Background: an optimization exercise with open tools, aiming at small area. Do not read the settings as production practice.
At most, simulation tests tie the RTL to the original design; equivalence was not proved.
No activity file was given, so power comes from the tool's default toggle rates.

// rgb_led_array_pwm
module rgb_led_array_pwm #(
  parameter int P_LED_NUM = 4,
  parameter int P_DUTY_W  = 8,
  parameter int P_CE_DIV  = 4,
  parameter int P_CE_W    = 2,
  parameter int P_SPD_W   = 10,
  parameter int P_PHASE   = 192
) (
  input  logic                 I_CLK_100MHZ,
  input  logic                 I_RST,
  input  logic [1:0]           I_MODE,
  input  logic [P_SPD_W-1:0]   I_SPEED,
  input  logic [P_DUTY_W-1:0]  I_BRIGHTNESS,
  input  logic                 I_INVERTED,
  input  logic [P_DUTY_W-1:0]  I_FIX_R,
  input  logic [P_DUTY_W-1:0]  I_FIX_G,
  input  logic [P_DUTY_W-1:0]  I_FIX_B,
  output logic [P_LED_NUM-1:0] O_LED_R,
  output logic [P_LED_NUM-1:0] O_LED_G,
  output logic [P_LED_NUM-1:0] O_LED_B,
  output logic                 O_FRAME,
  output logic [3:0]           O_STATUS
);
Size in the first run: roughly 110 flip-flops.
export LEC_CHECK = 0
export CAP_MARGIN = 20
export CORE_MARGIN = 2
export CORE_UTILIZATION = 45
export PLACE_DENSITY = 0.6
export SLEW_MARGIN = 20
create_clock -name core_clock -period 13.0 [get_ports {I_CLK_100MHZ}]
standard.sh (not shown) runs the stock make flow with config.mk's settings and CLKGATE_MAP_FILE= SYNTH_SCRIPT=/design/flow/synth_recipe.tcl, a recipe that flattens the netlist after the stock synthesis.
==> flow/flow/run.sh <==
#!/bin/bash
set -e
cp standard.sh standard_sh_copy.log
export BUFFER_PORTS_ARGS="-buffer_cell sky130_fd_sc_hd__buf_1"
export CTS_ARGS="-sink_clustering_enable -repair_clock_nets -dont_use_dummy_load"
bash standard.sh > standard.log 2>&1
Change:
==> flow/run.sh (new file) <==
#!/bin/bash
# synth_recipe.tcl (not shown) runs the flow's synth.tcl, then flattens the netlist and writes it again
# the make line also repeats each setting of config.mk as NAME=value (left out here)
make -C /OpenROAD-flow-scripts/flow DESIGN_CONFIG=/design/flow/config.mk WORK_HOME=/design/flow/orfs CLKGATE_MAP_FILE= SYNTH_SCRIPT=/design/flow/synth_recipe.tcl finish
removed: flow/flow/run.sh
removed: flow/standard.sh
Effect: The changed run went through all stages and came out clean; first-iteration DRC count goes down by about 10%; final cell count goes up by 0.54%; worst hold slack stays flat; sequential share of layout area goes down by 1.4 points; sequential cell count is unchanged; total power goes up by about 10%; register-to-register slack is better by 0.18 ns; via count goes down by 0.58%; wire length goes up by 1.2%.
Function was not checked in any run of this note: the RTL went through the layout flow alone.

## job 101
rgb_led_array_pwm, a different RTL version from the one above (not shown whole).
For scale: ~1200 cells after synthesis, about 110 flip-flops, ~64 I/O pins.
==> flow/config.mk <==
export PLATFORM = sky130hd
export DESIGN_NAME = rgb_led_array_pwm
export DESIGN_NICKNAME = rgb_led_array_pwm
export VERILOG_FILES = /design/flow/design.v
export SDC_FILE = /design/flow/constraint.sdc
export NUM_CORES = 4
export LEC_CHECK = 0
export ABC_AREA = 1
export CAP_MARGIN = 20
export CORE_MARGIN = 2
export CORE_UTILIZATION = 45
export PLACE_DENSITY = 0.6
export SLEW_MARGIN = 20
==> flow/constraint.sdc <==
create_clock -name core_clock -period 13.0 [get_ports {I_CLK_100MHZ}]
set_input_delay 2.6000 -clock core_clock [delete_from_list [all_inputs] [get_ports {I_CLK_100MHZ}]]
set_output_delay 2.6000 -clock core_clock [all_outputs]
set_load 0.01 [all_outputs]
==> flow/flow/run.sh <==
#!/bin/bash
set -e
export BUFFER_PORTS_ARGS="-buffer_cell sky130_fd_sc_hd__buf_1"
export CTS_ARGS="-sink_clustering_enable -repair_clock_nets -dont_use_dummy_load -buf_list sky130_fd_sc_hd__clkbuf_8 -root_buf sky130_fd_sc_hd__clkbuf_8"
bash standard.sh > standard.log 2>&1
Here is what was changed in the inputs of job 102 compared with job 101.
--- a/flow/config.mk
+++ b/flow/config.mk
@@ -8 +7,0 @@
-export ABC_AREA = 1
Notes after the runs:
Diff job 101 -> job 102: worst hold margin now larger; clock tree cell share of total cell area comparable; share of cell area taken by flip-flops and latches now smaller.
Relative to job 101, the synthesized area of job 102 is higher by 2.6%.
Slew at the pin with the worst max-slew slack: job 102 and job 101 compared, lower one is job 102
From job 101 to job 102 the numbers moved as follows: post-route clock period utilization now sits higher; total non-filler cell area in the finished layout rose 170 um2; routed wire length now sits lower; delay of the slowest cell on the worst path shows no meaningful change.
Max met2 track demand over resource across job 102 and job 101: job 101
Summary: with job 101 as the reference, total power in job 102 moved up by a few percent.
The following lists how job 103 was set up differently from job 102:
--- a/flow/flow/run.sh
+++ b/flow/flow/run.sh
@@ -2 +2,13 @@
-set -e
+# The standard layout (standard.sh) with these changes:
+#  - synthesis maps the logic with the area-oriented ABC script in
+#    flow/abc_area.script (a copy of ORFS's scripts folder with that one file
+#    replaced; everything before and after ABC, registers included, is the
+#    standard synthesis)
+#  - ports are buffered with the plain sky130_fd_sc_hd__buf_1 cell
+#  - clock tree synthesis with clkbuf_8 buffers and no dummy loads
+set -euo pipefail
+rm -rf scripts_local
+cp -r "$FLOW_HOME/scripts" scripts_local
+cp flow/abc_area.script scripts_local/abc_area.script
+SCRIPTS_DIR="$PWD/scripts_local" ABC_AREA=1 bash standard.sh synth > synth_run.log 2>&1
+rm -rf scripts_local
@@ -5 +17 @@
-bash standard.sh > standard.log 2>&1
+bash standard.sh > layout_run.log 2>&1
==> flow/flow/abc_area.script (new file) <==
strash
&get -n
&deepsyn -T 20
&put
dch -f
amap
topo
--- a/flow/config.mk
+++ b/flow/config.mk
@@ -7,0 +8 @@
+export ABC_AREA = 1
[summary]
NOTE overall die width job 102->job 103 decreased by a few percent. Job 103 vs. job 102: data required time of the worst path barely changed; count of different cell masters after synthesis dropped 41; fraction of the mapped netlist area in compound gates picked up an extra 4.2 points. End point of the critical path: led_b_r[1] -> job 102, led_b_r[3] -> job 103. Period utilization for job 103 is lower than for job 102. Compared with job 102, core area in job 103 decreased by more than 10%.
The following lists how job 104 was set up differently from job 103:
==> flow/flow/abc_area.script <==
strash
dc2
dch -f
amap
strash
dch -f
amap
topo
### Flow results
Row global-route met1 utilization: job 104 lower / job 103 higher
Job 104 finished every step from synthesis to the final layout, and the layout passed the timing, design-rule and antenna checks.
The average footprint of a synthesized cell was comparable across job 103 and job 104.
Area of the mapped netlist came out higher on job 104 than on job 103.
Looking at simple-gate share of the synthesized area, job 104 sits below job 103.
Sort job 103 and job 104 by clock power share, ascending, and job 104 comes first.
Compared with job 103, job 104 shows non-clock buffer count that has gone up by a few percent.
[compare] base=job 103 new=job 104: utilization dropped 0.33 points, worst slack at placement went up 0.30 ns.
For job 104, the worst setup path endpoint was led_b_r[2], unlike job 103, where it was led_b_r[3].
Going from job 103 to job 104, critical path data required time shows an increase of 0.02 ns; number of cells in the finished layout apart from fillers went up.

run 1:
rgb_led_array_pwm, a different RTL version from the one above (not shown whole).
Size in the first run: ~64 I/O pins, about 0.0073 mm^2 of cells after synthesis.
## rgb_led_array_pwm
module rgb_led_array_pwm #(
  parameter int P_LED_NUM = 4,
  parameter int P_DUTY_W  = 8,
  parameter int P_CE_DIV  = 4,
  parameter int P_CE_W    = 2,
  parameter int P_SPD_W   = 10,
  parameter int P_PHASE   = 192
) (
  input  logic                 I_CLK_100MHZ,
  input  logic                 I_RST,
  input  logic [1:0]           I_MODE,
  input  logic [P_SPD_W-1:0]   I_SPEED,
  input  logic [P_DUTY_W-1:0]  I_BRIGHTNESS,
  input  logic                 I_INVERTED,
  input  logic [P_DUTY_W-1:0]  I_FIX_R,
  input  logic [P_DUTY_W-1:0]  I_FIX_G,
  input  logic [P_DUTY_W-1:0]  I_FIX_B,
  output logic [P_LED_NUM-1:0] O_LED_R,
  output logic [P_LED_NUM-1:0] O_LED_G,
  output logic [P_LED_NUM-1:0] O_LED_B,
  output logic                 O_FRAME,
  output logic [3:0]           O_STATUS
);
clock: 13.0 ns
lec_check: 0
abc_area: 1
cap_margin: 20
core_margin: 2
core_utilization: 45
place_density: 0.6
slew_margin: 20
==> flow/flow/run.sh <==
#!/bin/bash
# The standard layout (standard.sh) with these changes:
#  - synthesis maps the logic with the area-oriented ABC script in
#    flow/abc_area.script (a copy of ORFS's scripts folder with that one file
#    replaced; everything before and after ABC, registers included, is the
#    standard synthesis), and buffers pass-through wires with buf_1
#  - ports are buffered with the plain sky130_fd_sc_hd__buf_1 cell
#  - clock tree synthesis with clkbuf_8 buffers and no dummy loads
set -euo pipefail
rm -rf scripts_local
cp -r "$FLOW_HOME/scripts" scripts_local
cp flow/abc_area.script scripts_local/abc_area.script
SCRIPTS_DIR="$PWD/scripts_local" ABC_AREA=1 MIN_BUF_CELL_AND_PORTS="sky130_fd_sc_hd__buf_1 A X" \
  bash standard.sh synth > synth_run.log 2>&1
rm -rf scripts_local
export BUFFER_PORTS_ARGS="-buffer_cell sky130_fd_sc_hd__buf_1"
export CTS_ARGS="-sink_clustering_enable -repair_clock_nets -dont_use_dummy_load -buf_list sky130_fd_sc_hd__clkbuf_8 -root_buf sky130_fd_sc_hd__clkbuf_8"
bash standard.sh > layout_run.log 2>&1
==> flow/flow/abc_area.script <==
strash
&get -n
&deepsyn -T 20 -S 7
&put
dch -f
amap -F 3 -A 8
topo
[inputs] run 2 vs run 1
diff --git a/flow/flow/run.sh b/flow/flow/run.sh
--- a/flow/flow/run.sh
+++ b/flow/flow/run.sh
@@ -17 +17 @@
-export CTS_ARGS="-sink_clustering_enable -repair_clock_nets -dont_use_dummy_load -buf_list sky130_fd_sc_hd__clkbuf_8 -root_buf sky130_fd_sc_hd__clkbuf_8"
+export CTS_ARGS="-sink_clustering_enable -repair_clock_nets -dont_use_dummy_load -buf_list {sky130_fd_sc_hd__clkbuf_4 sky130_fd_sc_hd__clkbuf_8} -root_buf sky130_fd_sc_hd__clkbuf_8"
==> comparison <==
- Comparing run 2 against run 1, there is no change at all in share of synthesized cell area in full adder, half adder and majority cells.
- The met3 track utilization from global routing of run 2 and that of run 1 are within noise of each other.
- Comparing run 1 against run 2, there is no change at all in overall power after layout.
- Diff run 2..run 1 | async set-reset flop share out of synthesis | unchanged
- Count of buffers not belonging to the clock network in the layout: run 1 vs run 2, no meaningful difference
- Number of enable flip-flop cells after synthesis: run 2 vs run 1 identical
- Via count came out exactly the same in run 2 and run 1.
- Diff run 1 -> run 2: number of iterations in the first detailed-routing pass roughly the same; cell area after layout barely changed.
Setup changes, run 2 to run 3
diff --git a/flow/flow/run.sh b/flow/flow/run.sh
--- a/flow/flow/run.sh
+++ b/flow/flow/run.sh
@@ -17 +17 @@
-export CTS_ARGS="-sink_clustering_enable -repair_clock_nets -dont_use_dummy_load -buf_list {sky130_fd_sc_hd__clkbuf_4 sky130_fd_sc_hd__clkbuf_8} -root_buf sky130_fd_sc_hd__clkbuf_8"
+export CTS_ARGS="-sink_clustering_enable -repair_clock_nets -dont_use_dummy_load -buf_list sky130_fd_sc_hd__clkbuf_16 -root_buf sky130_fd_sc_hd__clkbuf_8 -sink_clustering_size 30"
Notes after the runs:
Both conditions hold for run 3: the flow ran to the end and the final layout passed the timing, design-rule and antenna checks.
Delta (run 3 minus run 2): worst IR drop on VDD about even, largest net degree at the start of global routing was more or less identical, total power was more or less identical, logic depth of the worst path, buffers included about even, cell area after layout essentially unchanged.
Comparing run 3 against run 2, there is no change at all in internal power component.

Setup of v6:
rgb_led_array_pwm again, from the RTL that the note above started with.
clock: 13.0 ns
lec_check: 0
abc_area: 1
cap_margin: 20
core_margin: 2
core_utilization: 45
gpl_routability_driven: 0
gpl_timing_driven: 0
place_density: 0.6
slew_margin: 20
==> flow/flow/run.sh <==
#!/bin/bash
# The standard layout (standard.sh) with these changes:
#  - synthesis maps the logic with the area-oriented ABC script in
#    flow/abc_area.script (a copy of ORFS's scripts folder with that one file
#    replaced; everything before and after ABC, registers included, is the
#    standard synthesis), and buffers pass-through wires with buf_1
#  - ports are buffered with the plain sky130_fd_sc_hd__buf_1 cell
#  - clock tree synthesis with clkbuf_8 buffers and no dummy loads
set -euo pipefail
rm -rf scripts_local
cp -r "$FLOW_HOME/scripts" scripts_local
cp flow/abc_area.script scripts_local/abc_area.script
SCRIPTS_DIR="$PWD/scripts_local" ABC_AREA=1 MIN_BUF_CELL_AND_PORTS="sky130_fd_sc_hd__buf_1 A X" \
  bash standard.sh synth > synth_run.log 2>&1
rm -rf scripts_local
export BUFFER_PORTS_ARGS="-buffer_cell sky130_fd_sc_hd__buf_1"
export CTS_ARGS="-sink_clustering_enable -repair_clock_nets -dont_use_dummy_load -buf_list sky130_fd_sc_hd__clkbuf_8 -root_buf sky130_fd_sc_hd__clkbuf_8"
bash standard.sh > layout_run.log 2>&1
Scripts as last shown in full above: flow/flow/abc_area.script
v6: no failed stages, no open violations at the end
What v7 does differently from v6 at the input level:
- swapping 45 for 60 in CORE_UTILIZATION
- clearing GPL_ROUTABILITY_DRIVEN, which used to be 0
- swapping 0.6 for 0.7 in PLACE_DENSITY
- clearing GPL_TIMING_DRIVEN, which used to be 0
## What came out
From v6 to v7 the numbers moved as follows: combinational cell power about even; met1 routing resource usage after global routing went up by 9.0 points; cell-internal power about even; total net switching power moved up; global-route usage went up by 8.2 points. v7 completed end to end with timing, DRC and antenna clean. Between v6 and v7, the synthesis-to-layout area growth is lower for v7. Share of the clock period used by the worst path, v6 and v7: smaller value in v7. On total power, v6 and v7 are basically level.

Another version of the RTL of rgb_led_array_pwm (not shown whole).
Size: roughly 830 cells after synthesis, about 110 flip-flops, about 64 I/O pins.
Settings: LEC_CHECK=0, ABC_AREA=1, CAP_MARGIN=20, CORE_MARGIN=2, CORE_UTILIZATION=45, PLACE_DENSITY=0.6, SLEW_MARGIN=20; clock period 13.0 ns.
==> flow/flow/run.sh <==
#!/bin/bash
# The standard layout (standard.sh) with these changes:
#  - synthesis maps the logic with the area-oriented ABC script in
#    flow/abc_area.script (a copy of ORFS's scripts folder with that one file
#    replaced; everything before and after ABC, registers included, is the
#    standard synthesis)
#  - ports are buffered with the plain sky130_fd_sc_hd__buf_1 cell
#  - clock tree synthesis with clkbuf_8 buffers and no dummy loads
set -euo pipefail
rm -rf scripts_local
cp -r "$FLOW_HOME/scripts" scripts_local
cp flow/abc_area.script scripts_local/abc_area.script
SCRIPTS_DIR="$PWD/scripts_local" ABC_AREA=1 bash standard.sh synth > synth_run.log 2>&1
rm -rf scripts_local
export BUFFER_PORTS_ARGS="-buffer_cell sky130_fd_sc_hd__buf_1"
export CTS_ARGS="-sink_clustering_enable -repair_clock_nets -dont_use_dummy_load -buf_list sky130_fd_sc_hd__clkbuf_8 -root_buf sky130_fd_sc_hd__clkbuf_8"
bash standard.sh > layout_run.log 2>&1
==> flow/flow/abc_area.script <==
strash
&get -n
&deepsyn -T 20 -S 7
&put
dch -f
amap
topo
Rerun with:
==> flow/flow/abc_area.script (replaced) <==
strash
dc2
dch -f
amap
strash
dch -f
amap
topo
Routed wire length increases by 8.7%; die area increases by 5.7%; clock power increases by about 2%; cell area increases by 6.5%; non-clock buffer count increases by 11.

== run a ==
Another version of the RTL of rgb_led_array_pwm (not shown whole).
Size in the first run: ~820 cells after synthesis, roughly 64 I/O pins, about 7300 µm² of cells after synthesis.
// rgb_led_array_pwm
module rgb_led_array_pwm #(
  parameter int P_LED_NUM = 4,
  parameter int P_DUTY_W  = 8,
  parameter int P_CE_DIV  = 4,
  parameter int P_CE_W    = 2,
  parameter int P_SPD_W   = 10,
  parameter int P_PHASE   = 192
) (
  input  logic                 I_CLK_100MHZ,
  input  logic                 I_RST,
  input  logic [1:0]           I_MODE,
  input  logic [P_SPD_W-1:0]   I_SPEED,
  input  logic [P_DUTY_W-1:0]  I_BRIGHTNESS,
  input  logic                 I_INVERTED,
  input  logic [P_DUTY_W-1:0]  I_FIX_R,
  input  logic [P_DUTY_W-1:0]  I_FIX_G,
  input  logic [P_DUTY_W-1:0]  I_FIX_B,
  output logic [P_LED_NUM-1:0] O_LED_R,
  output logic [P_LED_NUM-1:0] O_LED_G,
  output logic [P_LED_NUM-1:0] O_LED_B,
  output logic                 O_FRAME,
  output logic [3:0]           O_STATUS
);
clock: 13.0 ns
lec_check: 0
abc_area: 1
cap_margin: 20
core_margin: 2
core_utilization: 45
place_density: 0.6
slew_margin: 20
==> flow/flow/run.sh <==
#!/bin/bash
# The standard layout (standard.sh) with these changes:
#  - synthesis maps the logic with the area-oriented ABC script in
#    flow/abc_area.script (a copy of ORFS's scripts folder with that one file
#    replaced; everything before and after ABC, registers included, is the
#    standard synthesis)
#  - ports are buffered with the plain sky130_fd_sc_hd__buf_1 cell
#  - clock tree synthesis with clkbuf_8 buffers and no dummy loads
set -euo pipefail
rm -rf scripts_local
cp -r "$FLOW_HOME/scripts" scripts_local
cp flow/abc_area.script scripts_local/abc_area.script
SCRIPTS_DIR="$PWD/scripts_local" ABC_AREA=1 bash standard.sh synth > synth_run.log 2>&1
rm -rf scripts_local
export BUFFER_PORTS_ARGS="-buffer_cell sky130_fd_sc_hd__buf_1"
export CTS_ARGS="-sink_clustering_enable -repair_clock_nets -dont_use_dummy_load -sink_clustering_size 30 -sink_clustering_max_diameter 80 -buf_list sky130_fd_sc_hd__clkbuf_8 -root_buf sky130_fd_sc_hd__clkbuf_8"
bash standard.sh > layout_run.log 2>&1
==> flow/flow/abc_area.script <==
strash
&get -n
&deepsyn -T 20 -S 7
&put
dch -f
amap
topo
Changes in run b relative to run a:
diff --git a/flow/flow/run.sh b/flow/flow/run.sh
--- a/flow/flow/run.sh
+++ b/flow/flow/run.sh
@@ -15,3 +15,3 @@
 export BUFFER_PORTS_ARGS="-buffer_cell sky130_fd_sc_hd__buf_1"
-export CTS_ARGS="-sink_clustering_enable -repair_clock_nets -dont_use_dummy_load -sink_clustering_size 30 -sink_clustering_max_diameter 80 -buf_list sky130_fd_sc_hd__clkbuf_8 -root_buf sky130_fd_sc_hd__clkbuf_8"
+export CTS_ARGS="-sink_clustering_enable -repair_clock_nets -dont_use_dummy_load -buf_list sky130_fd_sc_hd__clkbuf_8 -root_buf sky130_fd_sc_hd__clkbuf_8"
 bash standard.sh > layout_run.log 2>&1
- Status: post-route clock period utilization parity (run a, run b)
- Routed wire length came out exactly the same in run b and run a.
- [compare] base=run a new=run b: final worst slack was more or less identical, largest voltage drop on the vdd net was more or less identical.
- Compared run b against run a; combined global-route utilization of all metal layers within noise.
- Reported for run b and run a, utilization turned out identical to the last digit.
- From run a to run b, via count did not move at all.
- Final count of pins violating max slew of run a is on par with run b.
- Number of nets in the synthesized netlist: run a vs run b identical
- Run b -> run a: area of the core region delta 0, exact match
No functional check of the RTL was part of any run of this note.

-- static timing again, ports no longer ideal --
In the flow no input, the clock included, has a driving cell. The finished layouts below were timed again as built, in two steps.
Step 1 (the two cells are an assumption about what drives the block):
set clk [get_ports {I_CLK_100MHZ}]
set_driving_cell -lib_cell sky130_fd_sc_hd__clkbuf_16 $clk
set_driving_cell -lib_cell sky130_fd_sc_hd__buf_2 [delete_from_list [all_inputs] $clk]
Step 2 times the ports against the registers' clock, not the clock port: input delays grow and output delays shrink by t, the midpoint of the rising clock arrivals with the driver on.
a / b / c = no drivers / after step 1 / after step 2; a / b = the first two.
| run | shift t [ns] | setup WS [ns] | worst hold slack (ns) | worst register clock-pin slew, ns |
|---|---|---|---|---|
| the first run of note 1 | 0.391 | 2.622 / 2.641 / 2.250 | 0.398 / 0.398 / 0.398 | 0.08 / 0.08 |
| the second run of note 1 | 0.401 | 2.306 / 2.323 / 1.922 | 0.398 / 0.398 / 0.398 | 0.08 / 0.08 |
| job 101 | 0.421 | 2.965 / 2.984 / 2.563 | 0.371 / 0.371 / 0.371 | 0.12 / 0.12 |
| job 102 | 0.422 | 2.155 / 2.168 / 1.746 | 0.391 / 0.391 / 0.391 | 0.11 / 0.11 |
| job 103 | 0.406 | 2.356 / 2.375 / 1.968 | 0.361 / 0.361 / 0.361 | 0.10 / 0.10 |
| job 104 | 0.425 | 2.521 / 2.534 / 2.109 | 0.375 / 0.375 / 0.375 | 0.12 / 0.12 |
| run 1 | 0.409 | 1.843 / 1.857 / 1.447 | 0.491 / 0.491 / 0.491 | 0.10 / 0.10 |
| run 2 | 0.409 | 1.843 / 1.857 / 1.447 | 0.491 / 0.491 / 0.491 | 0.10 / 0.10 |
| run 3 | 0.409 | 1.843 / 1.857 / 1.447 | 0.491 / 0.491 / 0.491 | 0.10 / 0.10 |
| v6 | 0.423 | 1.931 / 1.948 / 1.525 | 0.495 / 0.495 / 0.495 | 0.11 / 0.11 |
| v7 | 0.425 | 2.389 / 2.406 / 1.981 | 0.491 / 0.491 / 0.491 | 0.12 / 0.12 |
| the first run of note 5 | 0.420 | 2.117 / 2.137 / 1.716 | 0.400 / 0.400 / 0.400 | 0.11 / 0.11 |
| the second run of note 5 | 0.409 | 2.398 / 2.416 / 2.007 | 0.402 / 0.402 / 0.402 | 0.11 / 0.11 |
| run a | 0.414 | 2.385 / 2.402 / 1.987 | 0.440 / 0.440 / 0.440 | 0.11 / 0.11 |
| run b | 0.414 | 2.385 / 2.402 / 1.987 | 0.440 / 0.440 / 0.440 | 0.11 / 0.11 |
After both steps setup and hold are still met in every run listed. The setup slack of job 104, which loses most, moves by +0.013 ns with the drivers and by -0.412 ns with both steps.
